Source: an optimization exercise on an open RTL-to-GDS flow (aim: small area, a short achievable clock period and few clock cycles). Production flows keep margins and buffers that such runs may drop.
At most, simulation tests tie the RTL to the original design; equivalence was not proved.
For runs 1 to 3, only the layout was checked, not whether the RTL still works.

<file path="run.sh">
#!/bin/bash
# synth_recipe.tcl (not shown) runs the flow's synth.tcl, then flattens the netlist and writes it again
# the make line also repeats each setting of config.mk as NAME=value (left out here)
make -C /OpenROAD-flow-scripts/flow DESIGN_CONFIG=/design/flow/config.mk WORK_HOME=/design/flow/orfs CLKGATE_MAP_FILE= SYNTH_SCRIPT=/design/flow/synth_recipe.tcl finish
</file>
<file path="config.mk">
export PLATFORM = sky130hd
export DESIGN_NAME = seq_store_top
export DESIGN_NICKNAME = seq_store_top
export VERILOG_FILES = /design/flow/design.v
export SDC_FILE = /design/flow/constraint.sdc
export NUM_CORES = 4
export LEC_CHECK = 0
export CAP_MARGIN = 20
export CORE_MARGIN = 2
export CORE_UTILIZATION = 40
export SETUP_SLACK_MARGIN = 3.0
export SLEW_MARGIN = 20
</file>
<file path="constraint.sdc">
create_clock -name core_clock -period 6.3 [get_ports {clk_i}]
set_input_delay 1.2600 -clock core_clock [delete_from_list [all_inputs] [get_ports {clk_i}]]
set_output_delay 1.2600 -clock core_clock [all_outputs]
set_load 0.01 [all_outputs]
</file>
<file path="design.v">
`default_nettype none
package store_pkg;
  localparam int unsigned BUS_NIBBLES = 16;
  localparam int unsigned BUS_BYTES   = 8;
  localparam int unsigned BUS_NB_W    = 4;
  localparam int unsigned SEQ_NIBBLES = 32;
  localparam int unsigned SEQ_NB_W    = 5;
  typedef struct packed {
    logic [SEQ_NIBBLES-1:0][3:0] nb;
    logic [SEQ_NIBBLES-1:0]      en;
  } seq_entry_t;
  typedef struct packed {
    logic [BUS_NB_W-1:0] addr_off;
    logic                is_head;
    logic [BUS_NB_W:0]   lbn;
    logic                is_last;
    logic                is_final;
  } txn_beat_t;
  typedef struct packed {
    logic [7:0] vstart;
    logic [1:0] eew;
  } meta_t;
  typedef struct packed {
    logic [4*BUS_NIBBLES-1:0] data;
    logic [BUS_BYTES-1:0]     strb;
    logic                     last;
  } w_beat_t;
  typedef struct packed {
    logic                load;
    logic [SEQ_NB_W-1:0] load_ptr;
    logic                advance;
    logic [BUS_NB_W:0]   adv_cnt;
    logic                bus_clear;
    logic                seq_clear;
  } cursor_cmd_t;
  typedef struct packed {
    logic [BUS_NB_W:0]   start;
    logic [BUS_NB_W:0]   upper;
    logic [SEQ_NB_W-1:0] seq_ptr;
  } pack_win_t;
endpackage
`default_nettype wire
`timescale 1ns/1ps
`default_nettype none
module seq_store_top (
  input  wire logic                  clk_i,
  input  wire logic                  rst_ni,
  input  wire logic                  rx_deshfu_valid_i,
  output logic                       rx_deshfu_ready_o,
  input  wire store_pkg::seq_entry_t rx_deshfu_i,
  input  wire logic                  txn_valid_i,
  output logic                       txn_ready_o,
  input  wire store_pkg::txn_beat_t  txn_i,
  input  wire logic                  meta_valid_i,
  output logic                       meta_ready_o,
  input  wire store_pkg::meta_t      meta_i,
  output logic                       axi_w_valid_o,
  input  wire logic                  axi_w_ready_i,
  output store_pkg::w_beat_t         axi_w_o
);
  logic        in_req_q;
  logic        hold_q;
  logic [4:0]  ptr_q;
  logic [15:0][3:0] hi_nb_q;
  logic [15:0]      hi_en_q;
  logic        out_valid_q;
  store_pkg::w_beat_t out_q;
  logic        tq_valid_q;
  logic [3:0]  tq_lower_q;
  logic [4:0]  tq_upper_q;
  logic        tq_last_q;
  logic        tq_final_q;
  logic [4:0]  sum_q;     
  logic        span_q;    
  logic        ge17_q;    
  logic        ge32_q;    
  logic [4:0]  rot_q;     
  logic base;
  logic straddle;
  logic slot_free;
  logic need_x;
  logic step;
  logic capture;
  logic take_x;
  logic fin;
  logic load_meta;
  logic load_tq;
  assign base      = in_req_q && tq_valid_q;
  assign straddle     = !hold_q && span_q;
  assign slot_free = !out_valid_q || axi_w_ready_i;
  assign need_x    = !hold_q || span_q;
  assign fin       = tq_final_q;
  assign capture   = base && straddle && rx_deshfu_valid_i;
  assign step      = base && !straddle && slot_free && (!need_x || rx_deshfu_valid_i);
  assign take_x    = capture || (step && (fin ? need_x : (!hold_q && ge17_q)));
  assign load_meta = meta_valid_i && (!in_req_q || (step && fin));
  assign load_tq   = txn_valid_i && txn_ready_o;
  assign txn_ready_o       = !tq_valid_q || step;
  assign rx_deshfu_ready_o = (base && straddle)
                             || (base && !straddle && slot_free
                                 && (fin ? need_x : (!hold_q && ge17_q)));
  assign meta_ready_o      = !in_req_q || (step && fin);
  logic [4:0] meta_off;
  logic [4:0] ptr_n;
  logic [3:0] lower_n;
  logic [4:0] upper_n;
  logic [5:0] sum_n;
  always_comb begin
    case (meta_i.eew)
      2'd0:    meta_off = {meta_i.vstart[3:0], 1'b0};
      2'd1:    meta_off = {meta_i.vstart[2:0], 2'b0};
      2'd2:    meta_off = {meta_i.vstart[1:0], 3'b0};
      default: meta_off = {meta_i.vstart[0], 4'b0};
    endcase
  end
  always_comb begin
    if (step && !fin) begin
      ptr_n = sum_q;
    end else if (load_meta) begin
      ptr_n = meta_off;
    end else begin
      ptr_n = ptr_q;
    end
    if (load_tq) begin
      lower_n = txn_i.is_head ? txn_i.addr_off : 4'd0;
      upper_n = txn_i.is_last ? txn_i.lbn : 5'd16;
    end else begin
      lower_n = tq_lower_q;
      upper_n = tq_upper_q;
    end
  end
  assign sum_n = {1'b0, ptr_n} + {1'b0, upper_n} - {2'b0, lower_n};
  always_ff @(posedge clk_i or negedge rst_ni) begin
    if (!rst_ni) begin
      in_req_q   <= 1'b0;
      hold_q     <= 1'b0;
      tq_valid_q <= 1'b0;
    end else begin
      if (capture) begin
        hold_q <= 1'b1;
      end else if (step) begin
        if (fin) begin
          hold_q <= 1'b0;
        end else if (hold_q) begin
          hold_q <= !ge32_q;
        end else begin
          hold_q <= ge17_q && !ge32_q;
        end
      end
      if (load_meta) begin
        in_req_q <= 1'b1;
      end else if (step && fin) begin
        in_req_q <= 1'b0;
      end
      if (txn_ready_o) begin
        tq_valid_q <= txn_valid_i;
      end
    end
  end
  always_ff @(posedge clk_i) begin
    ptr_q  <= ptr_n;
    sum_q  <= sum_n[4:0];
    span_q <= sum_n > 6'd32;
    ge17_q <= sum_n >= 6'd17;
    ge32_q <= sum_n[5];
    rot_q  <= ptr_n - {1'b0, lower_n};
    if (load_tq) begin
      tq_lower_q <= lower_n;
      tq_upper_q <= upper_n;
      tq_last_q  <= txn_i.is_last;
      tq_final_q <= txn_i.is_final;
    end
  end
  always_ff @(posedge clk_i) begin
    if (take_x) begin
      for (int j = 0; j < 16; j++) begin
        hi_nb_q[j] <= rx_deshfu_i.nb[16+j];
      end
      hi_en_q <= rx_deshfu_i.en[31:16];
    end
  end
  logic [31:0][4:0] view;
  always_comb begin
    for (int j = 0; j < 32; j++) begin
      if (j >= 17 && hold_q) begin
        view[j] = {hi_en_q[j-16], hi_nb_q[j-16]};
      end else begin
        view[j] = {rx_deshfu_i.en[j], rx_deshfu_i.nb[j]};
      end
    end
  end
  logic [30:0][4:0] r4;
  logic [22:0][4:0] r3;
  logic [18:0][4:0] r2;
  logic [16:0][4:0] r1;
  logic [15:0][4:0] r0;
  always_comb begin
    for (int k = 0; k < 31; k++) r4[k] = rot_q[4] ? view[(k+16)%32] : view[k];
    for (int k = 0; k < 23; k++) r3[k] = rot_q[3] ? r4[k+8] : r4[k];
    for (int k = 0; k < 19; k++) r2[k] = rot_q[2] ? r3[k+4] : r3[k];
    for (int k = 0; k < 17; k++) r1[k] = rot_q[1] ? r2[k+2] : r2[k];
    for (int k = 0; k < 16; k++) r0[k] = rot_q[0] ? r1[k+1] : r1[k];
  end
  logic [15:0][3:0] bus_nb;
  logic [15:0]      bus_en;
  logic [7:0]       bus_strb;
  always_comb begin
    for (int i = 0; i < 16; i++) begin
      if (4'(i) >= tq_lower_q && 5'(i) < tq_upper_q) begin
        bus_nb[i] = r0[i][3:0];
        bus_en[i] = r0[i][4];
      end else begin
        bus_nb[i] = 4'd0;
        bus_en[i] = 1'b0;
      end
    end
    for (int k = 0; k < 8; k++) begin
      bus_strb[k] = bus_en[2*k] | bus_en[2*k+1];
    end
  end
  always_ff @(posedge clk_i or negedge rst_ni) begin
    if (!rst_ni) begin
      out_valid_q <= 1'b0;
    end else if (step) begin
      out_valid_q <= 1'b1;
    end else if (axi_w_ready_i) begin
      out_valid_q <= 1'b0;
    end
  end
  always_ff @(posedge clk_i) begin
    if (step) begin
      out_q.data <= bus_nb;
      out_q.strb <= bus_strb;
      out_q.last <= tq_last_q;
    end
  end
  assign axi_w_valid_o = out_valid_q;
  assign axi_w_o       = out_q;
endmodule
`default_nettype wire
</file>
==> out/qor.txt, run 1 <==
CORE AREA -> 34,600 um2
# hold bufs at CTS -> 0
Post-Syn Instances -> 1,288
H-tree levels -> 4
# diodes -> 0
Seq/Total Area, Yosys -> 37.2%
Sink Count -> 181
Commonest cells post-synth -> edfxtp_1, mux2i_1, nor2_1
Clock slew at reported path FFs -> 0.08 ns
Initial drt markers -> 1,713
Fraction of layout cells with a size suffix above 1 -> 20.6%
Sum Neg Setup Slack -> 0 ns
Antenna violations before repair -> 0
Top post-synthesis cells by area -> edfxtp_1, mux4_2, mux2i_1, mux2_2, a22o_1
Met3 routed WL -> 5140 um
Routed length per placed instance -> 26.5 um
Max incr delay on CP -> 0.50 ns
Slew HR -> 34.3%
Post-DP Area -> 17,000 um2
First-pass DRT Iterations -> 6
Crit path max fanout -> 4
Crit path cell chain -> buf_8, nor2b_4, o2111ai_4, o21ai_4, nand2_4, mux2i_2, o21a_2, fa_1, inv_2, ha_4, a21o_1, a21oi_2, o21bai_1, a21oi_2, xor2_2, o21ai_1
Synth warn -> 33
FF+latch count, synth -> 181
Later-pin clock latency in the skew report -> 0.46 ns
Measured slew at the worst slew-check pin -> 0.978 ns
Post-synthesis cell type count -> 68
Die extent in y -> 192 um
Clock Tree Buf Depth -> 2
Gr ovfl total -> 0
Critical Path RT -> 6.63 ns
Die area -> 36,700 um2
Routed wl met2 -> 21,600 um
Area leader, netlist -> edfxtp_1
# Max-Cap Violations -> 0
Row cnt -> 68
Final slew viol count -> 0
Largest net degree at the start of global routing -> 75
Post-synth EDFFs -> 159
CTS tree -> yes
Number of global-route vias before repair -> 11,600
Most frequent CP cell -> a21oi_2
Final hold violations -> 0
DR vias/cell -> 6.38
Final core occ -> 52.4%
Placer Congestion -> 0.945
DRT antenna net count -> 0
Critical Path AT -> 4.06 ns
Clock buffer count from CTS -> 17
Critical path type -> primary input to flop
Main synth FF type -> edfxtp_1
Fin Hold WS -> 0.428 ns
Total GRT Usage -> 28.4%
DPL Wire Length -> 39,400 um
CTS root buffer -> clkbuf_16
Final period util -> 59.2%
Syn-to-layout area delta -> 28.8%
Initial Utilization -> 40.6%
RSZ-0062 raised after global routing -> yes
Startpoint types -> primary input
Fmax -> 268 MHz
Most frequent cell after synthesis -> edfxtp_1
Top Layer Used -> met4
Status -> complete, no violations
Syn Std Cell Area -> 14,100 um2
M1 wire length -> 24,900 um
CP max stage cell -> fa_1
CP endpoint kind -> flop
Post-synthesis async set-or-reset flop share -> 2.21%
Die width -> 192 um
Final setup vio count -> 0
Worst Hold Class -> flop to flop
Final wirelength -> 52,600 um
# IOs -> 265
First-pass GRT wire length -> 76,600 um
Syn nets -> 1,492
Worst Skew -> 0.0183 ns
Final Critical Period -> 3.73 ns
PortBufs -> 260
DRC Markers -> 0
Yosys top cell area share -> 33.9%
Via count -> 12,600
Fin area -> 18,100 um2
Syn Area/Cell -> 10.9 um2
Number of nets in the layout -> 1,718
[sequential cells by signal, summed over array words and instances (netlist names), 4 cells and up]
register and cells:
ptr_q 5, hi_nb_q 60, tq_lower_q 4, tq_upper_q 5, hi_en_q 15, sum_q 5
out_q 73, rot_q 5
[metal layers]
layer,GRT usage (%),up-vias
met4,6.30,0
met3,5.72,60
met2,38.5,765
met1,45.7,6231
li1,-,5583
met5,0,-
[placed cells by master, fill, tap and decap left out, types with 21 or more instances in the layout]
master / count
a22o_1: 56
o22ai_1: 38
a22oi_1: 61
o21ai_0: 65
nor2_1: 88
inv_1: 27
nand2_1: 85
mux2_2: 66
clkdlybuf4s50_1: 253
mux2i_1: 94
buf_4: 43
o211ai_1: 28
a21oi_1: 34
edfxtp_1: 159
mux4_2: 87
nor3_1: 21
[metrics by stage]
| stage | cells | setup WS [ns] |
|---|---|---|
| global placement | 1919 | 0.986 |
| global route | 1982 | 2.45 |
| detailed placement | 1919 | 0.924 |
| CTS | 1977 | 2.58 |
| floorplan | 1288 | 1.53 |
| finish | 1982 | 2.57 |
[worst max-delay path: cells and delay by family]
kind / cells / cell delay [ns]
buffers and inverters: 2 / 0.13
adder cells (fa/ha/maj): 2 / 0.70
multiplexers: 1 / 0.16
AO/OA/AOI/OAI: 8 / 1.37
XOR/XNOR: 1 / 0.20
AND/OR/NAND/NOR: 2 / 0.22
[cell families (layout without fill, tap and decap cells)]
logic type                 after synthesis  in the layout  share of synthesized area [%]
AOI/OAI and AO/OA                      388            388                           19.4
and+or+nand+nor                        296            298                           9.63
muxes                                  258            258                           26.9
DFF                                    181            181                           37.2
buffers and inverters                  142            379                           4.69
adders and majority gates               16             16                           1.69
xor gates and xnor gates                 7              7                          0.436
[final cells by class]
| class | count | area [um2] |
|---|---|---|
| inverter | 34 | 154 |
| clock buffer | 17 | 425 |
| multi-input combinational | 967 | 8440 |
| clock inverter | 15 | 215 |
| fill | 3020 | 16500 |
| sequential | 181 | 5250 |
| timing repair buffer | 313 | 3080 |
| tap | 455 | 569 |
[path summary, 6_finish.rpt]
kind | slack, ns | endpoint | cells past startpoint | start
min in group asynchronous | 1.00 | out_valid_q$_DFFE_PN0P_ | 1 | rst_ni
max in group asynchronous | 5.10 | hold_q$_DFFE_PN0P_ | 1 | rst_ni
hold / removal | 0.43 | out_q[0]$_DFFE_PP_ | 0 | tq_last_q$_DFFE_PN_
setup / recovery | 2.57 | ge17_q$_DFF_P_ | 16 | rx_deshfu_valid_i
setup reg to reg | 2.93 | ge17_q$_DFF_P_ | 15 | in_req_q$_DFFE_PN0P_
hold reg to reg | 0.43 | out_q[0]$_DFFE_PP_ | 0 | tq_last_q$_DFFE_PN_
[timing repair]
item / CTS / global route
endpoints found under the setup margin: 90 / 30
cloned: 2 / 0
setup buffers: 24 / 5
endpoints found under the hold margin: 0 / 0
gates resized for setup: 54 / 20
pin swaps: 16 / 7
==> run 2, diff against run 1 <==
--- a/config.mk
+++ b/config.mk
@@ -9,4 +9,4 @@
 export CORE_MARGIN = 2
 export CORE_UTILIZATION = 40
-export SETUP_SLACK_MARGIN = 3.0
+export SETUP_SLACK_MARGIN = 0
 export SLEW_MARGIN = 20
==> run 2 against run 1 <==
Final area down 3.3%. Cell count fell by 1.6%. First-iteration DRC count rose by 8.6%. Count of clock-buffer cells in the layout is the same. Synthesized cell count did not move. Largest cell class unchanged. Highest routed layer unchanged.
==> out/qor.txt, run 2 <==
Status -> complete, no violations
Syn-to-layout area delta -> 24.5%
Later-pin clock latency in the skew report -> 0.46 ns (about the same)
Reg2reg end -> ge17_q$_DFF_P_
Syn Area/Cell -> 10.9 um2 (unchanged)
# IOs -> 265 (unchanged)
Syn Std Cell Area -> 14,100 um2 (unchanged)
DR vias/cell -> 6.40 (+0.39%)
Antenna violations before repair -> 1 (+1)
Top post-synthesis cells by area -> edfxtp_1, mux4_2, mux2i_1, mux2_2, a22o_1
Multi-input gate area -> 8190 um2 (-3.0%)
Met2 Use GR -> 38.5% (unchanged)
Sink Count -> 181 (unchanged)
# hold bufs at CTS -> 0 (unchanged)
Final core occ -> 50.6% (-1.7 points)
Clock slew at reported path FFs -> 0.08 ns (about the same)
Number of global-route vias before repair -> 11,500 (-0.62%)
Buffer count from post-CTS setup fixing -> 0 (-100%)
First-pass GRT wire length -> 75,500 um (-1.5%)
Fmax -> 205 MHz (-23%)
Main synth FF type -> edfxtp_1
First-pass DRT Iterations -> 6 (unchanged)
DPL Wire Length -> 39,700 um (+0.81%)
Critical Path AT -> 5.20 ns (+1.14 ns)
DRT antenna net count -> 0 (unchanged)
DRC Markers -> 0 (unchanged)
Die extent in y -> 192 um (unchanged)
FF-to-FF setup slack -> 1.95 ns (-0.98 ns)
Global route hottest layer -> met1
Most frequent cell after synthesis -> edfxtp_1
Post-synthesis cell type count -> 68 (unchanged)
CP endpoint kind -> flop
Max incr delay on CP -> 0.51 ns (about the same)
CP max stage cell -> clkdlybuf4s50_1
Clock Tree Buf Depth -> 2 (unchanged)
Slew HR -> 26.3% (-8.0 points)
Synth warn -> 33 (unchanged)
Crit path cell chain -> clkdlybuf4s50_1, nor2b_1, o2111ai_1, o21ai_1, nand2_1, or3_1, a31oi_1, fa_1, ha_1, a21oi_1, o21bai_1, a21oi_1, xor2_1, o21ai_0
Filler cell count -> 3,107 (+2.9%)
Syn nets -> 1,492 (unchanged)
Met3 usage -> 5.01% (-0.71 points)
Final setup vio count -> 0 (unchanged)
Commonest non-fill, non-tap cell in the layout -> clkdlybuf4s50_1
Most frequent CP cell -> a21oi_1
Final period util -> 77.2% (+18 points)
CORE AREA -> 34,600 um2 (unchanged)
Register name with the most flops -> out_q
Gr ovfl total -> 0 (unchanged)
Biggest regs -> out_q: 73 flops, hi_nb_q: 60 flops, hi_en_q: 15 flops
Final slew viol count -> 0 (unchanged)
Hold Startpoint -> tq_last_q$_DFFE_PN_
Startpoint types -> primary input
Critical path type -> primary input to flop
Die width -> 192 um (unchanged)
Commonest cells after routing, fill and taps aside -> clkdlybuf4s50_1, edfxtp_1, mux2i_1
Post-synthesis async set-or-reset flop share -> 2.21% (unchanged)
Final Critical Period -> 4.87 ns (+1.14 ns)
Worst Skew -> 0.0130 ns (-0.00530 ns)
Area leader, netlist -> edfxtp_1
Crit path max fanout -> 6 (+2)
Number of nets in the layout -> 1,686 (-1.9%)
FF+latch count, synth -> 181 (unchanged)
Largest net degree at the start of global routing -> 76 (+1.3%)
CTS root buffer -> clkbuf_16
FF/Latch Area -> 5250 um2 (unchanged)
R2R cell count -> 12 (-3)
Max FFs per register -> 73 (unchanged)
Placed insts -> 1,918 (-0.052%)
Commonest cells post-synth -> edfxtp_1, mux2i_1, nor2_1
Routed length per placed instance -> 26.1 um (-1.6%)
RSZ-0062 raised after global routing -> no
Post-Syn Instances -> 1,288 (unchanged)
Reg2reg start -> hold_q$_DFFE_PN0P_
Worst Hold Class -> flop to flop
Seq/Total Area, Yosys -> 37.2% (unchanged)
CTS tree -> yes
Die area -> 36,700 um2 (unchanged)
Yosys top cell area share -> 33.9% (unchanged)
Post-synth EDFFs -> 159 (unchanged)
Final hold violations -> 0 (unchanged)
Row cnt -> 68 (unchanged)
Critical Path RT -> 6.63 ns (about the same)
Crit path to -> ge17_q$_DFF_P_
Initial drt markers -> 1,861 (+8.6%)
Via count -> 12,500 (-1.2%)
Finished Layout Cells -> 1,951 (-1.6%)
# Max-Cap Violations -> 0 (unchanged)
PortBufs -> 260 (unchanged)
Worst setup path startpoint -> rx_deshfu_valid_i
Fraction of layout cells with a size suffix above 1 -> 16.2% (-4.4 points)
Clock buffer count from CTS -> 17 (unchanged)
Resize count post-CTS -> 0 (-100%)
Sum Neg Setup Slack -> 0 ns (unchanged)
Final wirelength -> 50,900 um (-3.2%)
Initial Utilization -> 40.6% (unchanged)
H-tree levels -> 4 (unchanged)
Fin Hold WS -> 0.423 ns (-0.00502 ns)
Measured slew at the worst slew-check pin -> 1.10 ns (+0.127 ns)
Grt met1 use -> 44.6% (-1.0 points)
Placer Congestion -> 0.967 (+2.3%)
Total GRT Usage -> 27.8% (-0.53 points)
run 2: cell counts after synthesis:
No cell type changed its count.
run 2: how the worst min path moves through the flow:
stage	to	slack, ns	cells past startpoint
after global placement	out_q[0]$_DFFE_PP_	0.41	0
after CTS	out_q[0]$_DFFE_PP_	0.43	0
after global routing	out_q[0]$_DFFE_PP_	0.44	0
after floorplan	out_q[0]$_DFFE_PP_	0.40	0
final	out_q[0]$_DFFE_PP_	0.42	0
after detailed placement	out_q[0]$_DFFE_PP_	0.41	0
run 2: area by class of cell:
| cell class | count | area share, % |
|---|---|---|
| Inverter | 34 | 0.735 |
| Clock inverter | 15 | 1.09 |
| Timing Repair Buffer | 283 | 15.8 |
| Clock buffer | 17 | 2.43 |
| Multi-Input combinational cell | 965 | 46.7 |
| Antenna cell | 1 | 0.0143 |
| Sequential cell | 181 | 29.9 |
| Tap cell | 455 | 3.25 |
run 2: per-stage QoR:
stage               area [um2]  worst slack (ns)
global route             17500              1.05
CTS                      17500              1.44
global placement         16900              1.03
detailed placement       16900             0.974
finish                   17500              1.43
floorplan                14100             0.939
run 2: critical path, delay by kind of cell:
family	cells	cell delay, ns
AOI/OAI and AO/OA	7	1.61
adders and majority gates	2	0.84
and+or+nand+nor	3	0.76
buffers and inverters	1	0.51
xor gates and xnor gates	1	0.24
run 2: cells by family (layout without fill, tap and decap cells):
logic type / after synthesis / in the layout / synth area share [%]
adders and majority gates: 16 / 16 / 1.69
xor gates and xnor gates: 7 / 7 / 0.436
DFF: 181 / 181 / 37.2
AOI/OAI and AO/OA: 388 / 388 / 19.4
other: 0 / 1 / 0
muxes: 258 / 258 / 26.9
buffers and inverters: 142 / 349 / 4.69
and+or+nand+nor: 296 / 296 / 9.63
run 2: per-layer routing:
metal	part of all wire, %	wire length, um
met5	0	0
met4	1.5	775
met3	10	5200
met2	41	21100
met1	47	23800
==> run 3, diff against run 2 <==
==> flow/run.sh (new file) <==
#!/bin/bash
# Standard ORFS layout, with the port buffers inserted as the smallest buffer
# (the resizer still upsizes any that timing needs).
set -euo pipefail
export BUFFER_PORTS_ARGS="-buffer_cell sky130_fd_sc_hd__buf_1"
bash standard.sh finish > standard_flow.log 2>&1
==> standard.sh (new file) <==
#!/bin/bash
# synth_recipe.tcl (not shown) runs the flow's synth.tcl, then flattens the netlist and writes it again
# the make line also repeats each setting of config.mk as NAME=value (left out here)
make -C /OpenROAD-flow-scripts/flow DESIGN_CONFIG=/design/flow/config.mk WORK_HOME=/design/flow/orfs CLKGATE_MAP_FILE= SYNTH_SCRIPT=/design/flow/synth_recipe.tcl "${@:-finish}"
--- a/config.mk
+++ b/config.mk
@@ -9,4 +9,4 @@
 export CORE_MARGIN = 2
 export CORE_UTILIZATION = 40
-export SETUP_SLACK_MARGIN = 0
+export SETUP_SLACK_MARGIN = 3.0
 export SLEW_MARGIN = 20
removed: run.sh
==> run 3 against run 2 <==
Count of clock-buffer cells in the layout grew 1. Register-to-register slack gained 0.89 ns. Synthesized cell count is the same. Maximum frequency grew 28%. Non-clock buffer count grew 20. Final area shrank 6.6%. Die area is the same. Critical path type unchanged. Still clean on timing, DRC and antenna. Utilization shrank 3.3 points. Critical path depth is the same.
==> out/qor.txt, run 3 <==
Synth Area in Compound Gates -> 19.4% (unchanged)
Die area -> 36,700 um2 (unchanged)
Measured slew at the worst slew-check pin -> 1.05 ns (-0.0520 ns)
FF-to-FF setup slack -> 2.84 ns (+0.89 ns)
Fraction of layout cells with a size suffix above 1 -> 19.6% (+3.5 points)
Simple-gate share of the synthesized area -> 9.63% (unchanged)
Post-Syn Instances -> 1,288 (unchanged)
Sum Neg Setup Slack -> 0 ns (unchanged)
Placer Congestion -> 0.954 (-1.3%)
Final wirelength -> 51,400 um (+1.0%)
CP max stage cell -> fa_1
Synth Area in XOR/XNOR -> 0.436% (unchanged)
Post-synthesis cell type count -> 68 (unchanged)
Final setup vio count -> 0 (unchanged)
Top post-synthesis cells by area -> edfxtp_1, mux4_2, mux2i_1, mux2_2, a22o_1
# hold bufs at CTS -> 0 (unchanged)
Worst setup path startpoint -> rx_deshfu_valid_i
CTS root buffer -> clkbuf_16
FF+latch count, synth -> 181 (unchanged)
CORE AREA -> 34,600 um2 (unchanged)
RSZ-0062 raised after global routing -> yes
Worst Hold Class -> flop to flop
Multiplexer share of the synthesized area -> 26.9% (unchanged)
DRT antenna net count -> 0 (unchanged)
DR vias/cell -> 6.35 (-0.77%)
Area leader, netlist -> edfxtp_1
Finished Layout Cells -> 1,974 (+1.2%)
Clock slew at reported path FFs -> 0.07 ns (about the same)
Later-pin clock latency in the skew report -> 0.46 ns (about the same)
Main synth FF type -> edfxtp_1
Max FFs per register -> 73 (unchanged)
# Max-Cap Violations -> 0 (unchanged)
Critical Path AT -> 4.14 ns (-1.06 ns)
Critical Path RT -> 6.64 ns (about the same)
Post-synth EDFFs -> 159 (unchanged)
H-tree levels -> 4 (unchanged)
Status -> complete, no violations
Post-DP Area -> 15,300 um2 (-9.3%)
Final period util -> 60.3% (-17 points)
# IOs -> 265 (unchanged)
Combinational family with the most area after synthesis -> multiplexers
Commonest cells after routing, fill and taps aside -> buf_1, edfxtp_1, mux2i_1
Reg2reg start -> hold_q$_DFFE_PN0P_
Synth warn -> 33 (unchanged)
CP endpoint kind -> flop
CTS tree -> yes
Seq/Total Area, Yosys -> 37.2% (unchanged)
Syn nets -> 1,492 (unchanged)
Row cnt -> 68 (unchanged)
Via count -> 12,500 (+0.40%)
Fmax -> 263 MHz (+28%)
Die extent in y -> 192 um (unchanged)
Placed insts -> 1,918 (unchanged)
Startpoint types -> primary input
Fin area -> 16,400 um2 (-6.6%)
Final hold violations -> 0 (unchanged)
PortBufs -> 260 (unchanged)
Routed length per placed instance -> 26.1 um (-0.18%)
Commonest non-fill, non-tap cell in the layout -> buf_1
Max incr delay on CP -> 0.46 ns (-0.05 ns)
Syn-to-layout area delta -> 16.4%
Yosys top cell area share -> 33.9% (unchanged)
Final core occ -> 47.3% (-3.3 points)
Commonest cells post-synth -> edfxtp_1, mux2i_1, nor2_1
Post-synthesis async set-or-reset flop share -> 2.21% (unchanged)
Antenna violations before repair -> 3 (+2)
First-pass GRT wire length -> 75,300 um (-0.27%)
Syn Area/Cell -> 10.9 um2 (unchanged)
Slew HR -> 29.5% (+3.1 points)
Critical path type -> primary input to flop
Crit path cell chain -> buf_8, nor2b_4, o2111ai_4, o21ai_4, nand2_4, or3_1, a31oi_4, fa_1, ha_4, a21oi_2, o21bai_1, a21oi_1, xor2_1, o21ai_1
Biggest regs -> out_q: 73 flops, hi_nb_q: 60 flops, hi_en_q: 15 flops
Number of global-route vias before repair -> 11,800 (+3.0%)
First-pass DRT Iterations -> 6 (unchanged)
Initial Utilization -> 40.6% (unchanged)
Initial drt markers -> 1,662 (-11%)
Crit path max-delay family -> compound AO/OA/AOI/OAI gates
Number of nets in the layout -> 1,708 (+1.3%)
Most frequent cell after synthesis -> edfxtp_1
Total GRT Usage -> 27.9% (+0.099 points)
Register name with the most flops -> out_q
DPL Wire Length -> 38,700 um (-2.5%)
Hold Startpoint -> tq_last_q$_DFFE_PN_
DRC Markers -> 0 (unchanged)
Largest net degree at the start of global routing -> 75 (-1.3%)
CP Buf/Inv Count -> 1 (unchanged)
Clock buffer count from CTS -> 17 (unchanged)
Final slew viol count -> 0 (unchanged)
Clock Tree Buf Depth -> 2 (unchanged)
Sink Count -> 181 (unchanged)
Adder-Cell Fraction of Synth Area -> 1.69% (unchanged)
Final Critical Period -> 3.80 ns (-1.07 ns)
Syn Std Cell Area -> 14,100 um2 (unchanged)
Crit path max fanout -> 5 (-1)
Die width -> 192 um (unchanged)
Gr ovfl total -> 0 (unchanged)
Worst Skew -> 0.0145 ns (+0.00153 ns)
## run 3: cell counts after synthesis
Identical to the previous run, type by type.
## run 3: what timing repair did
item | 4_1_cts | 5_1_grt
resized for setup | 43 | 12
setup buffers | 17 | 3
setup endpoints to repair | 86 | 47
gates cloned | 2 | 0
pin swaps | 16 | 5
## run 3: path summary, 6_finish.rpt
path                                 endpoint  depth (start not counted)
max                            ge17_q$_DFF_P_                         14
min                        out_q[0]$_DFFE_PP_                          0
max reg2reg                    ge17_q$_DFF_P_                         12
min reg2reg                out_q[0]$_DFFE_PP_                          0
max in group asynchronous  hold_q$_DFFE_PN0P_                          1
min in group asynchronous  hold_q$_DFFE_PN0P_                          1
## run 3: layout make-up
type,instances,area (um2)
Fill cell,3284,18200
Antenna cell,2,5.00
Clock inverter,14,144
Clock buffer,18,429
Timing Repair Buffer,303,1420
Multi-Input combinational cell,967,8420
Inverter,34,150
Sequential cell,181,5250
Tap cell,455,569
## run 3: metal layers
metal	wire [um]	vias to the layer above	share of wire (%)	GRT usage, %
met5	27	-	0.053	0
met4	975	4	1.9	7.01
met3	5900	69	11	9.12
met2	21300	778	41	38.7
met1	23200	6131	45	41.7
li1	-	5558	-	-
## run 3: worst register-to-register path, delay by kind of cell (launching register included)
kind,cells,cell delay (ns)
flops,1,0.67
simple gates,2,0.48
compound gates,7,1.23
fa+ha+maj,2,0.72
xor+xnor,1,0.25
## run 3: stage by stage
stage | hold slack (ns) | setup slack, ns
2_1_floorplan | 0.400 | 1.53
3_3_place_gp | 0.406 | 1.36
3_5_place_dp | 0.406 | 1.26
4_1_cts | 0.424 | 2.55
5_1_grt | 0.449 | 2.35
6_report | 0.423 | 2.50
## run 3: cells by family after synthesis
kind of cell | count (synthesis)
compound gates | 388
mux | 258
flops | 181
xor+xnor | 7
buf+inv | 142
simple gates | 296
fa+ha+maj | 16
==> run 4, diff against run 3 <==
--- a/design.v
+++ b/design.v
@@ -105,5 +105,4 @@
   logic [3:0] lower_n;
   logic [4:0] upper_n;
-  logic [5:0] sum_n;
   always_comb begin
     case (meta_i.eew)
@@ -114,21 +113,48 @@
     endcase
   end
-  always_comb begin
-    if (step && !fin) begin
-      ptr_n = sum_q;
-    end else if (load_meta) begin
-      ptr_n = meta_off;
+  logic [3:0] lower_p;
+  logic [4:0] upper_p;
+  logic [4:0] ptr_c;
+  logic [3:0] lower_c;
+  logic [4:0] upper_c;
+  logic [5:0] sum_a;
+  logic [5:0] sum_b;
+  logic [5:0] sum_c;
+  logic [4:0] rot_a;
+  logic [4:0] rot_b;
+  logic [4:0] rot_c;
+  assign lower_p = txn_i.is_head ? txn_i.addr_off : 4'd0;
+  assign upper_p = txn_i.is_last ? txn_i.lbn : 5'd16;
+  assign ptr_c   = in_req_q ? ptr_q : meta_off;
+  assign lower_c = tq_valid_q ? tq_lower_q : lower_p;
+  assign upper_c = tq_valid_q ? tq_upper_q : upper_p;
+  assign sum_a = {1'b0, sum_q} + {1'b0, upper_p} - {2'b0, lower_p};
+  assign sum_b = {1'b0, meta_off} + {1'b0, upper_p} - {2'b0, lower_p};
+  assign sum_c = {1'b0, ptr_c} + {1'b0, upper_c} - {2'b0, lower_c};
+  assign rot_a = sum_q - {1'b0, lower_p};
+  assign rot_b = meta_off - {1'b0, lower_p};
+  assign rot_c = ptr_c - {1'b0, lower_c};
+  always_comb begin
+    if (step) begin
+      ptr_n   = fin ? meta_off : sum_q;
+      lower_n = lower_p;
+      upper_n = upper_p;
     end else begin
-      ptr_n = ptr_q;
-    end
-    if (load_tq) begin
-      lower_n = txn_i.is_head ? txn_i.addr_off : 4'd0;
-      upper_n = txn_i.is_last ? txn_i.lbn : 5'd16;
+      ptr_n   = ptr_c;
+      lower_n = lower_c;
+      upper_n = upper_c;
+    end
+  end
+  logic [5:0] sum_s;
+  logic [4:0] rot_s;
+  always_comb begin
+    if (step) begin
+      sum_s = fin ? sum_b : sum_a;
+      rot_s = fin ? rot_b : rot_a;
     end else begin
-      lower_n = tq_lower_q;
-      upper_n = tq_upper_q;
-    end
-  end
-  assign sum_n = {1'b0, ptr_n} + {1'b0, upper_n} - {2'b0, lower_n};
+      sum_s = sum_c;
+      rot_s = rot_c;
+    end
+  end
   always_ff @(posedge clk_i or negedge rst_ni) begin
     if (!rst_ni) begin
@@ -160,9 +186,9 @@
   always_ff @(posedge clk_i) begin
     ptr_q  <= ptr_n;
-    sum_q  <= sum_n[4:0];
-    span_q <= sum_n > 6'd32;
-    ge17_q <= sum_n >= 6'd17;
-    ge32_q <= sum_n[5];
-    rot_q  <= ptr_n - {1'b0, lower_n};
+    sum_q  <= sum_s[4:0];
+    span_q <= step ? (fin ? sum_b > 6'd32 : sum_a > 6'd32) : sum_c > 6'd32;
+    ge17_q <= step ? (fin ? sum_b >= 6'd17 : sum_a >= 6'd17) : sum_c >= 6'd17;
+    ge32_q <= sum_s[5];
+    rot_q  <= rot_s;
     if (load_tq) begin
       tq_lower_q <= lower_n;
==> run.sh (new file) <==
#!/bin/bash
# synth_recipe.tcl (not shown) runs the flow's synth.tcl, then flattens the netlist and writes it again
# the make line also repeats each setting of config.mk as NAME=value (left out here)
make -C /OpenROAD-flow-scripts/flow DESIGN_CONFIG=/design/flow/config.mk WORK_HOME=/design/flow/orfs CLKGATE_MAP_FILE= SYNTH_SCRIPT=/design/flow/synth_recipe.tcl finish
removed: flow/run.sh
removed: standard.sh
==> run 4 against run 3 <==
Maximum frequency up 7.1%. Critical path depth fell by 4. Global-route usage fell by 0.18 points. Still clean on timing, DRC and antenna. Critical path type is now primary input to output pin.
==> out/qor.txt, run 4 <==
CP max stage cell -> buf_4
# Max-Cap Violations -> 0 (unchanged)
Initial drt markers -> 1,318 (-21%)
H-tree levels -> 4 (unchanged)
Crit path max fanout -> 3 (-2)
Status -> complete, no violations
Clock buffer count from CTS -> 17 (unchanged)
Die extent in y -> 195 um (+1.7%)
Worst Skew -> 0.00962 ns (-0.00491 ns)
Commonest non-fill, non-tap cell in the layout -> clkdlybuf4s50_1
Area leader, netlist -> edfxtp_1
Top post-synthesis cells by area -> edfxtp_1, mux4_2, mux2_2, mux2i_1, o22ai_1
Main synth FF type -> edfxtp_1
FF/Latch Area -> 5250 um2 (unchanged)
Max FFs per register -> 73 (unchanged)
Sum Neg Setup Slack -> 0 ns (unchanged)
CTS tree -> yes
Gr ovfl total -> 0 (unchanged)
DRT antenna net count -> 0 (unchanged)
Syn nets -> 1,623 (+8.8%)
Final period util -> 56.3% (-4.0 points)
Commonest cells after routing, fill and taps aside -> clkdlybuf4s50_1, edfxtp_1, nor2_1
First-pass GRT wire length -> 79,600 um (+5.8%)
Dpl ws -> 1.73 ns (+0.473 ns)
RSZ-0062 raised after global routing -> yes
Max incr delay on CP -> 0.24 ns (-0.22 ns)
Final wirelength -> 53,500 um (+4.0%)
# IOs -> 265 (unchanged)
CP endpoint kind -> output pin
Post-synthesis cell type count -> 70 (+2.9%)
Post-synth EDFFs -> 159 (unchanged)
DPL Wire Length -> 40,200 um (+4.0%)
Hold Startpoint -> tq_last_q$_DFFE_PP_
Critical path type -> primary input to output pin
# diodes -> 0 (-2)
Final hold violations -> 0 (unchanged)
CORE AREA -> 35,700 um2 (+3.2%)
Critical Path RT -> 5.04 ns (-1.60 ns)
Number of nets in the layout -> 1,850 (+8.3%)
Final core occ -> 53.1% (+5.8 points)
Fraction of layout cells with a size suffix above 1 -> 22.7% (+3.1 points)
DRC Markers -> 0 (unchanged)
Syn Std Cell Area -> 14,600 um2 (+3.6%)
Biggest regs -> out_q: 73 flops, hi_nb_q: 60 flops, hi_en_q: 15 flops
CTS root buffer -> clkbuf_16
Fmax -> 282 MHz (+7.1%)
Placed insts -> 2,023 (+5.5%)
Sink Count -> 181 (unchanged)
Total GRT Usage -> 27.7% (-0.18 points)
First-pass DRT Iterations -> 7 (+1)
Synth warn -> 33 (unchanged)
Initial Utilization -> 40.8% (+0.14 points)
Startpoint types -> primary input
Via count -> 13,200 (+5.6%)
Crit path cell chain -> buf_8, nor2_4, o21ai_2, nand4_1, buf_4, buf_6, clkinv_4, nand2_4, nand2_4, buf_6
Final slew viol count -> 0 (unchanged)
Measured slew at the worst slew-check pin -> 1.17 ns (+0.118 ns)
Row cnt -> 69 (+1.5%)
Finished Layout Cells -> 2,095 (+6.1%)
Crit path max-delay family -> buffers and inverters
Worst Hold Class -> flop to flop
Die area -> 38,000 um2 (+3.5%)
Clock slew at reported path FFs -> 0.08 ns (about the same)
Routed length per placed instance -> 25.5 um (-2.0%)
FF+latch count, synth -> 181 (unchanged)
Multi-input gate area -> 9150 um2 (+8.7%)
Post-Syn Instances -> 1,394 (+8.2%)
Filler cell count -> 3,240 (-1.3%)
DR vias/cell -> 6.32 (-0.53%)
CP Buf/Inv Count -> 5 (+4)
Most frequent cell after synthesis -> edfxtp_1
Register name with the most flops -> out_q
Final setup vio count -> 0 (unchanged)
Yosys top cell area share -> 32.8% (-1.2 points)
Seq/Total Area, Yosys -> 35.9% (-1.3 points)
Largest net degree at the start of global routing -> 83 (+11%)
Slew HR -> 21.7% (-7.8 points)
Post-synthesis async set-or-reset flop share -> 2.21% (unchanged)
Die width -> 195 um (+1.7%)
Final worst slack -> 2.75 ns (+0.251 ns)
Worst setup path startpoint -> rx_deshfu_valid_i
Number of global-route vias before repair -> 12,700 (+7.3%)
Clock Tree Buf Depth -> 2 (unchanged)
Antenna violations before repair -> 1 (-2)
Syn Area/Cell -> 10.5 um2 (-4.3%)
Syn-to-layout area delta -> 30.1%
Reg2reg start -> rot_q[2]$_DFF_P_
Later-pin clock latency in the skew report -> 0.46 ns (about the same)
Critical Path AT -> 2.29 ns (-1.85 ns)
Commonest cells post-synth -> edfxtp_1, nor2_1, o22ai_1
Final Critical Period -> 3.55 ns (-0.251 ns)
PortBufs -> 260 (unchanged)
Placer Congestion -> 0.953 (about the same)
[run 4: changes by cell type in the layout (fill, tap and decap cells not counted), sizes merged, moves of 11 or more]
cell	before	now
clkdlybuf4s50	0	239
buf	303	66
nor2	92	150
o22ai	38	95
a22oi	61	7
inv	38	68
ha	11	27
a21o	7	20
a21oi	38	51
nand2	93	81
mux2i	95	84
[run 4: kinds of logic after synthesis]
kind of cell / synth area share, %
xor+xnor: 0.901
mux: 24.5
compound gates: 19.7
buf+inv: 4.93
fa+ha+maj: 4.24
flops: 35.9
simple gates: 9.86
[run 4: final cells by class]
cell class | instances | share of cell area (%)
Multi-Input combinational cell | 1042 | 48.2
Sequential cell | 181 | 27.7
Timing Repair Buffer | 318 | 16.7
Tap cell | 461 | 3.04
Clock buffer | 18 | 2.26
Inverter | 61 | 1.29
Clock inverter | 14 | 0.811
[run 4: through the flow]
stage / hold WS [ns] / cell area (um2)
after CTS: 0.426 / 18500
after detailed placement: 0.407 / 17500
final: 0.425 / 19000
after global routing: 0.450 / 19000
after global placement: 0.409 / 17500
after floorplan: 0.400 / 14700
[run 4: final timing paths]
| check | to | slack [ns] | depth (start not counted) |
|---|---|---|---|
| worst max-delay path | meta_ready_o | 2.75 | 10 |
| worst min-delay path | out_q[0]$_DFFE_PP_ | 0.42 | 0 |
| worst max register to register | out_q[66]$_SDFFCE_PN0P_ | 3.12 | 7 |
| worst min register to register | out_q[0]$_DFFE_PP_ | 0.42 | 0 |
| max in group asynchronous | hold_q$_DFFE_PN0P_ | 5.12 | 1 |
| min in group asynchronous | out_valid_q$_DFFE_PN0P_ | 1.00 | 1 |
[run 4: timing repair]
item                                    in CTS  in global routing
gates resized for setup                    101                 90
hold endpoints to repair                     0                  0
setup buffers                               18                 20
gates cloned                                 1                  0
hold buffers                                 0                  0
pin swaps                                   20                 41
endpoints found under the setup margin      57                 58
[run 4: routing by layer]
metal / share of wire [%] / track usage (%) / vias up
met5: 0.019 / 0 / -
met3: 8.4 / 5.59 / 70
met1: 43 / 38.4 / 6541
met2: 46 / 43.8 / 727
li1: - / - / 5898
met4: 2.6 / 8.68 / 2
Testbench counts of run 4, summed over its fixed seeds: cycles 8,605.
==> run 5, diff against run 4 <==
==> flow/run.sh (new file) <==
#!/bin/bash
# Standard ORFS layout, with the port buffers inserted as the smallest buffer
# (the resizer still upsizes any that timing needs).
set -euo pipefail
export BUFFER_PORTS_ARGS="-buffer_cell sky130_fd_sc_hd__buf_1"
bash standard.sh finish > standard_flow.log 2>&1
==> standard.sh (new file) <==
#!/bin/bash
# synth_recipe.tcl (not shown) runs the flow's synth.tcl, then flattens the netlist and writes it again
# the make line also repeats each setting of config.mk as NAME=value (left out here)
make -C /OpenROAD-flow-scripts/flow DESIGN_CONFIG=/design/flow/config.mk WORK_HOME=/design/flow/orfs CLKGATE_MAP_FILE= SYNTH_SCRIPT=/design/flow/synth_recipe.tcl "${@:-finish}"
--- a/config.mk
+++ b/config.mk
@@ -8,5 +8,5 @@
 export CAP_MARGIN = 20
 export CORE_MARGIN = 2
-export CORE_UTILIZATION = 40
-export SETUP_SLACK_MARGIN = 3.0
+export CORE_UTILIZATION = 60
+export SETUP_SLACK_MARGIN = 3.3
 export SLEW_MARGIN = 20
removed: run.sh
==> run 5 against run 4 <==
Still clean. Non-clock buffer count up 17. Routed wire length down 3.6%. Hold slack better by 0.0025 ns. Sequential share of layout area up 2.4 points. Area after synthesis unchanged. Via count up 3.1%. Cell count down 5.6%. Utilization up 19 points. Clock skew up 0.011 ns. Largest cell class unchanged. Highest routed layer unchanged.
==> out/qor.txt, run 5 <==
Worst Hold Class -> flop to flop
Final hold violations -> 0 (unchanged)
Post-Syn Instances -> 1,394 (unchanged)
CTS tree -> yes
Final slew viol count -> 0 (unchanged)
CTS root buffer -> clkbuf_16
Clock slew at reported path FFs -> 0.09 ns (about the same)
# Max-Cap Violations -> 0 (unchanged)
Post-synth EDFFs -> 159 (unchanged)
Antenna violations before repair -> 1 (unchanged)
Seq/Total Area, Yosys -> 35.9% (unchanged)
Main synth FF type -> edfxtp_1
Fmax -> 283 MHz (+0.23%)
Final Critical Period -> 3.54 ns (-0.00820 ns)
CORE AREA -> 24,100 um2 (-33%)
Later-pin clock latency in the skew report -> 0.47 ns (about the same)
Post-synthesis async set-or-reset flop share -> 2.21% (unchanged)
Biggest regs -> out_q: 73 flops, hi_nb_q: 60 flops, hi_en_q: 15 flops
Final wirelength -> 51,500 um (-3.6%)
Final period util -> 56.2% (-0.13 points)
Top post-synthesis cells by area -> edfxtp_1, mux4_2, mux2_2, mux2i_1, o22ai_1
Die area -> 25,600 um2 (-33%)
Syn Std Cell Area -> 14,600 um2 (unchanged)
Max FFs per register -> 73 (unchanged)
Sink Count -> 181 (unchanged)
Startpoint types -> primary input
DR vias/cell -> 6.90 (+9.2%)
FF/Latch Area -> 5250 um2 (about the same)
Critical Path RT -> 5.04 ns (about the same)
Register name with the most flops -> out_q
Syn Area/Cell -> 10.5 um2 (unchanged)
Synth warn -> 33 (unchanged)
Syn nets -> 1,623 (unchanged)
H-tree levels -> 4 (unchanged)
Post-DP Area -> 15,700 um2 (-10%)
CP endpoint kind -> output pin
Final core occ -> 72.4% (+19 points)
Placer Congestion -> 1.00 (+5.4%)
PortBufs -> 260 (unchanged)
Fraction of layout cells with a size suffix above 1 -> 22.1% (-0.62 points)
Area leader, netlist -> edfxtp_1
Die extent in y -> 160 um (-18%)
# IOs -> 265 (unchanged)
Commonest cells after routing, fill and taps aside -> buf_1, edfxtp_1, nor2_1
Final setup vio count -> 0 (unchanged)
FF+latch count, synth -> 181 (unchanged)
Via count -> 13,600 (+3.1%)
Initial drt markers -> 1,722 (+31%)
Slew HR -> 22.5% (+0.78 points)
First-pass DRT Iterations -> 9 (+2)
Yosys top cell area share -> 32.8% (unchanged)
Filler cell count -> 1,778 (-45%)
Sum Neg Setup Slack -> 0 ns (unchanged)
Commonest cells post-synth -> edfxtp_1, nor2_1, o22ai_1
WHS Path Cells -> 0 (unchanged)
Critical path type -> primary input to output pin
Row cnt -> 57 (-17%)
Crit path max fanout -> 3 (unchanged)
Clock buffer count from CTS -> 17 (unchanged)
Fin area -> 17,400 um2 (-8.1%)
Routed length per placed instance -> 26.1 um (+2.1%)
Most frequent cell after synthesis -> edfxtp_1
DPL Wire Length -> 36,400 um (-9.6%)
Clock Tree Buf Depth -> 2 (unchanged)
Commonest non-fill, non-tap cell in the layout -> buf_1
Largest net degree at the start of global routing -> 90 (+8.4%)
Die width -> 160 um (-18%)
Total GRT Usage -> 39.2% (+11 points)
Post-synthesis cell type count -> 70 (unchanged)
Multi-input gate area -> 9010 um2 (-1.5%)
Initial Utilization -> 60.5% (+20 points)
RSZ-0062 raised after global routing -> yes
DRC Markers -> 0 (unchanged)
R2R cell count -> 18 (+11)
DRT antenna net count -> 0 (unchanged)
Critical Path AT -> 2.28 ns (about the same)
Measured slew at the worst slew-check pin -> 1.16 ns (-0.0143 ns)
# diodes -> 0 (unchanged)
Syn-to-layout area delta -> 19.6%
Status -> complete, no violations
Number of nets in the layout -> 1,869 (+1.0%)
Gr ovfl total -> 0 (unchanged)
First-pass GRT wire length -> 76,600 um (-3.8%)
Worst Skew -> 0.0206 ns (+0.0110 ns)
Number of global-route vias before repair -> 13,100 (+3.3%)
-- run 5: routing by layer --
metal  GRT usage (%)  share of wire [%]  vias to the layer above
met4            21.1                6.6                        2
li1                -                  -                     5950
met2            64.3                 47                      901
met5               0              0.033                        -
met1            48.8                 37                     6571
met3            8.52                 10                      218
-- run 5: final cells by class --
type,instances,area share (%)
clock buffers,17,2.44
multi-input cells,1042,51.7
clock inverters,15,1.21
repair inverters,2,0.122
inverters,61,1.48
flip-flops and latches,181,30.1
well taps,324,2.32
repair buffers,335,10.6
-- run 5: cell families (layout without fill, tap and decap cells) --
kind of cell	after synthesis	after routing	share of synthesized area, %
and+or+nand+nor	323	323	9.86
buffers and inverters	171	430	4.93
AOI/OAI and AO/OA	420	420	19.7
DFF	181	181	35.9
xor gates and xnor gates	15	15	0.901
adders and majority gates	41	41	4.24
muxes	243	243	24.5
-- run 5: per-stage QoR --
step	hold WS (ns)	setup WS, ns	std cells
final	0.427	2.76	1977
after global routing	0.460	2.72	1977
after CTS	0.428	2.84	1965
after detailed placement	0.408	2.04	1885
after global placement	0.401	2.07	1885
after floorplan	0.400	2.71	1394
-- run 5: timing repair --
item	4_1_cts	5_1_grt
endpoints found under the setup margin	187	194
buffers inserted	44	10
pin swaps	3	12
hold buffers	0	0
gates resized for setup	79	67
gates cloned	4	2
-- run 5: final timing paths --
path,start,to,slack [ns]
setup / recovery,axi_w_ready_i,meta_ready_o,2.76
hold / removal,tq_last_q$_DFFE_PP_,out_q[0]$_DFFE_PP_,0.43
setup reg to reg,in_req_q$_DFFE_PN0P_,tq_upper_q[3]$_DFFE_PP_,3.03
hold reg to reg,tq_last_q$_DFFE_PP_,out_q[0]$_DFFE_PP_,0.43
max in group asynchronous,rst_ni,hold_q$_DFFE_PN0P_,5.44
min in group asynchronous,rst_ni,hold_q$_DFFE_PN0P_,0.63
-- run 5: critical path, stage by stage --
cell	delay (ns)
buf_1	0.09
nand2b_4	0.15
nand4_1	0.22
buf_12	0.25
clkinv_16	0.05
nand2_4	0.05
nand2_4	0.09
buf_6	0.11
==> run 6, diff against run 5 <==
--- a/config.mk
+++ b/config.mk
@@ -9,4 +9,4 @@
 export CORE_MARGIN = 2
 export CORE_UTILIZATION = 60
-export SETUP_SLACK_MARGIN = 3.3
+export SETUP_SLACK_MARGIN = 3.0
 export SLEW_MARGIN = 20
==> run 6 against run 5 <==
Count of clock-buffer cells in the layout stayed put. Register-to-register slack barely moved. Die area stayed put. Still clean. Utilization is 1.9 points lower.
==> out/qor.txt, run 6 <==
Reg2reg start -> rot_q[4]$_DFF_P_
# IOs -> 265 (unchanged)
# Max-Cap Violations -> 0 (unchanged)
Row cnt -> 57 (unchanged)
Final period util -> 54.9% (-1.2 points)
Final setup vio count -> 0 (unchanged)
DR vias/cell -> 6.94 (+0.52%)
Yosys top cell area share -> 32.8% (unchanged)
Fin area -> 17,000 um2 (-2.6%)
CORE AREA -> 24,100 um2 (unchanged)
Register name with the most flops -> out_q
Syn-to-layout area delta -> 16.5%
DRT antenna net count -> 0 (unchanged)
Most frequent cell after synthesis -> edfxtp_1
Area leader, netlist -> edfxtp_1
Syn Std Cell Area -> 14,600 um2 (unchanged)
DPL Wire Length -> 36,400 um (about the same)
Initial drt markers -> 1,887 (+9.6%)
Post-Syn Instances -> 1,394 (unchanged)
CTS root buffer -> clkbuf_16
Final hold violations -> 0 (unchanged)
Post-synth EDFFs -> 159 (unchanged)
Biggest regs -> out_q: 73 flops, hi_nb_q: 60 flops, hi_en_q: 15 flops
Number of nets in the layout -> 1,839 (-1.6%)
Synth warn -> 33 (unchanged)
Worst hold endpoint -> out_q[0]$_DFFE_PP_
CTS tree -> yes
Clock Tree Buf Depth -> 2 (unchanged)
Syn nets -> 1,623 (unchanged)
Fraction of layout cells with a size suffix above 1 -> 19.7% (-2.4 points)
Worst Skew -> 0.0142 ns (-0.00645 ns)
Sum Neg Setup Slack -> 0 ns (unchanged)
Final Critical Period -> 3.46 ns (-0.0782 ns)
H-tree levels -> 4 (unchanged)
Number of global-route vias before repair -> 12,700 (-3.1%)
Crit path max fanout -> 4 (+1)
Critical path type -> primary input to output pin
Gr ovfl total -> 0 (unchanged)
Later-pin clock latency in the skew report -> 0.46 ns (about the same)
Die width -> 160 um (unchanged)
Post-synthesis async set-or-reset flop share -> 2.21% (unchanged)
Commonest non-fill, non-tap cell in the layout -> buf_1
Sink Count -> 181 (unchanged)
Critical Path AT -> 2.20 ns (-0.08 ns)
Routed length per placed instance -> 25.5 um (-2.0%)
Final slew viol count -> 0 (unchanged)
Startpoint types -> primary input
Total GRT Usage -> 38.1% (-1.1 points)
Commonest cells post-synth -> edfxtp_1, nor2_1, o22ai_1
Initial Utilization -> 60.5% (unchanged)
Hold Startpoint -> tq_last_q$_DFFE_PP_
Measured slew at the worst slew-check pin -> 1.15 ns (-0.00661 ns)
Placer Congestion -> 1.05 (+4.1%)
# hold bufs at CTS -> 0 (unchanged)
Clock buffer count from CTS -> 17 (unchanged)
First-pass GRT wire length -> 74,500 um (-2.8%)
Critical Path RT -> 5.04 ns (about the same)
Antenna violations before repair -> 0 (-1)
Via count -> 13,500 (-1.0%)
Max FFs per register -> 73 (unchanged)
DRC Markers -> 0 (unchanged)
Filler cell count -> 1,888 (+6.2%)
R2R cell count -> 5 (-13)
WHS Path Cells -> 0 (unchanged)
Main synth FF type -> edfxtp_1
Largest net degree at the start of global routing -> 88 (-2.2%)
Seq/Total Area, Yosys -> 35.9% (unchanged)
Die extent in y -> 160 um (unchanged)
FF-to-FF setup slack -> 3.02 ns (about the same)
Status -> complete, no violations
First-pass DRT Iterations -> 7 (-2)
Top post-synthesis cells by area -> edfxtp_1, mux4_2, mux2_2, mux2i_1, o22ai_1
Syn Area/Cell -> 10.5 um2 (unchanged)
Post-synthesis cell type count -> 70 (unchanged)
# diodes -> 0 (unchanged)
Worst Hold Class -> flop to flop
Clock slew at reported path FFs -> 0.08 ns (about the same)
CP endpoint kind -> output pin
Slew HR -> 22.9% (+0.44 points)
Commonest cells after routing, fill and taps aside -> buf_1, edfxtp_1, nor2_1
RSZ-0062 raised after global routing -> yes
Final wirelength -> 49,700 um (-3.4%)
Reg2reg end -> out_q[28]$_SDFFCE_PN0P_
PortBufs -> 260 (unchanged)
Fmax -> 289 MHz (+2.3%)
FF+latch count, synth -> 181 (unchanged)
Die area -> 25,600 um2 (unchanged)
Post-DP Area -> 15,700 um2 (about the same)
==> run 6: cell types whose count changed in the layout (fill, tap and decap cells not counted), sizes merged <==
cell | before | now
buf | 331 | 301
clkinv | 10 | 7
bufbuf | 0 | 1
clkinvlp | 2 | 3
inv | 66 | 69
clkbuf | 21 | 19
==> run 6: worst max-delay path, stage by stage <==
cell	delay [ns]
buf_8	0.08
nor2_4	0.03
o21ai_2	0.12
nand4_1	0.11
buf_6	0.20
buf_6	0.12
buf_12	0.11
nand2_4	0.06
buf_6	0.11
==> run 6: stage by stage <==
step	hold WS, ns	instances	setup WS [ns]	utilization [%]
finish	0.448	1947	2.84	70.5
global route	0.476	1947	2.77	70.5
detailed placement	0.438	1885	2.26	65.1
floorplan	0.400	1394	2.71	-
CTS	0.458	1933	2.80	68.9
global placement	0.402	1885	2.31	65.1
==> run 6: repair_timing <==
action | in CTS | in global routing
gates resized for setup | 39 | 53
endpoints found under the setup margin | 59 | 73
pin swaps | 10 | 13
gates cloned | 3 | 1
buffers inserted | 13 | 13
==> run 6: cell families (layout without fill, tap and decap cells) <==
group	after synthesis	in the layout	share of synthesized area, %
AO/OA/AOI/OAI	420	420	19.7
AND/OR/NAND/NOR	323	323	9.86
multiplexers	243	243	24.5
flip-flops	181	181	35.9
buffers and inverters	171	400	4.93
adder cells (fa/ha/maj)	41	41	4.24
XOR/XNOR	15	15	0.901
==> run 6: worst max path at each step <==
stage	startpoint	endpoint	slack, ns	cells after the start
2_1_floorplan	meta_i[0]	ge17_q$_DFF_P_	2.71	12
3_3_place_gp	rx_deshfu_valid_i	meta_ready_o	2.31	8
3_5_place_dp	meta_i[1]	ge17_q$_DFF_P_	2.26	11
4_1_cts	rx_deshfu_valid_i	meta_ready_o	2.80	9
5_1_grt	rx_deshfu_valid_i	txn_ready_o	2.77	9
6_report	rx_deshfu_valid_i	txn_ready_o	2.84	9
==> run 6: cell type report <==
| cell class | instances | area, um2 | share of cell area [%] |
|---|---|---|---|
| multi-input combinational | 1042 | 8940 | 52.6 |
| sequential | 181 | 5250 | 30.9 |
| timing repair buffer | 304 | 1480 | 8.71 |
| clock buffer | 17 | 425 | 2.50 |
| tap | 324 | 405 | 2.39 |
| inverter | 61 | 253 | 1.49 |
| clock inverter | 15 | 215 | 1.27 |
| timing repair inverter | 3 | 22.5 | 0.133 |
==> run 6: per-layer routing <==
| metal | share of wire, % | vias up | global-route usage (%) |
|---|---|---|---|
| li1 | - | 5913 | - |
| met1 | 37 | 6496 | 48.5 |
| met2 | 47 | 902 | 61.9 |
| met3 | 10 | 194 | 8.10 |
| met4 | 6.1 | 0 | 19.3 |
| met5 | 0 | - | 0 |

[separate check: timing with driven ports]
How much do the figures lean on ideal ports? The routed layouts below were timed once more, with nothing changed but the port constraints. Step 1 sets driving cells, clkbuf_16 on the clock port and buf_2 on the other inputs (assumed; they add their load-dependent delay and slew). Step 2 adds t to the input delays and takes it off the output delays; t is the mean of the earliest and latest rising clock arrival at the registers after step 1. Input paths then give back, and output paths get back, about the clock's delay inside the block. a / b / c = ideal / step 1 / step 2; a / b = the first two.
| run | shift t [ns] | slack for setup (ns) | worst setup path at the end | slew at the worst register clock pin (ns) | cell pins on the clock port's net |
|---|---|---|---|---|---|
| run 1 | 0.506 | 2.571 / 2.573 / 2.066 | input to register | 0.09 / 0.09 | 1 |
| run 2 | 0.508 | 1.434 / 1.466 / 0.958 | input to register | 0.09 / 0.09 | 1 |
| run 3 | 0.512 | 2.503 / 2.502 / 1.990 | input to register | 0.08 / 0.08 | 1 |
| run 4 | 0.514 | 2.754 / 2.686 / 2.459 | input to register | 0.08 / 0.08 | 1 |
| run 5 | 0.510 | 2.762 / 2.716 / 2.299 | input to register | 0.09 / 0.09 | 1 |
| run 6 | 0.504 | 2.841 / 2.790 / 2.452 | input to register | 0.09 / 0.09 | 1 |
After both steps every run listed still meets setup and hold. The setup slack of run 3, which loses most, moves by -0.001 ns with the drivers and by -0.513 ns with both steps.
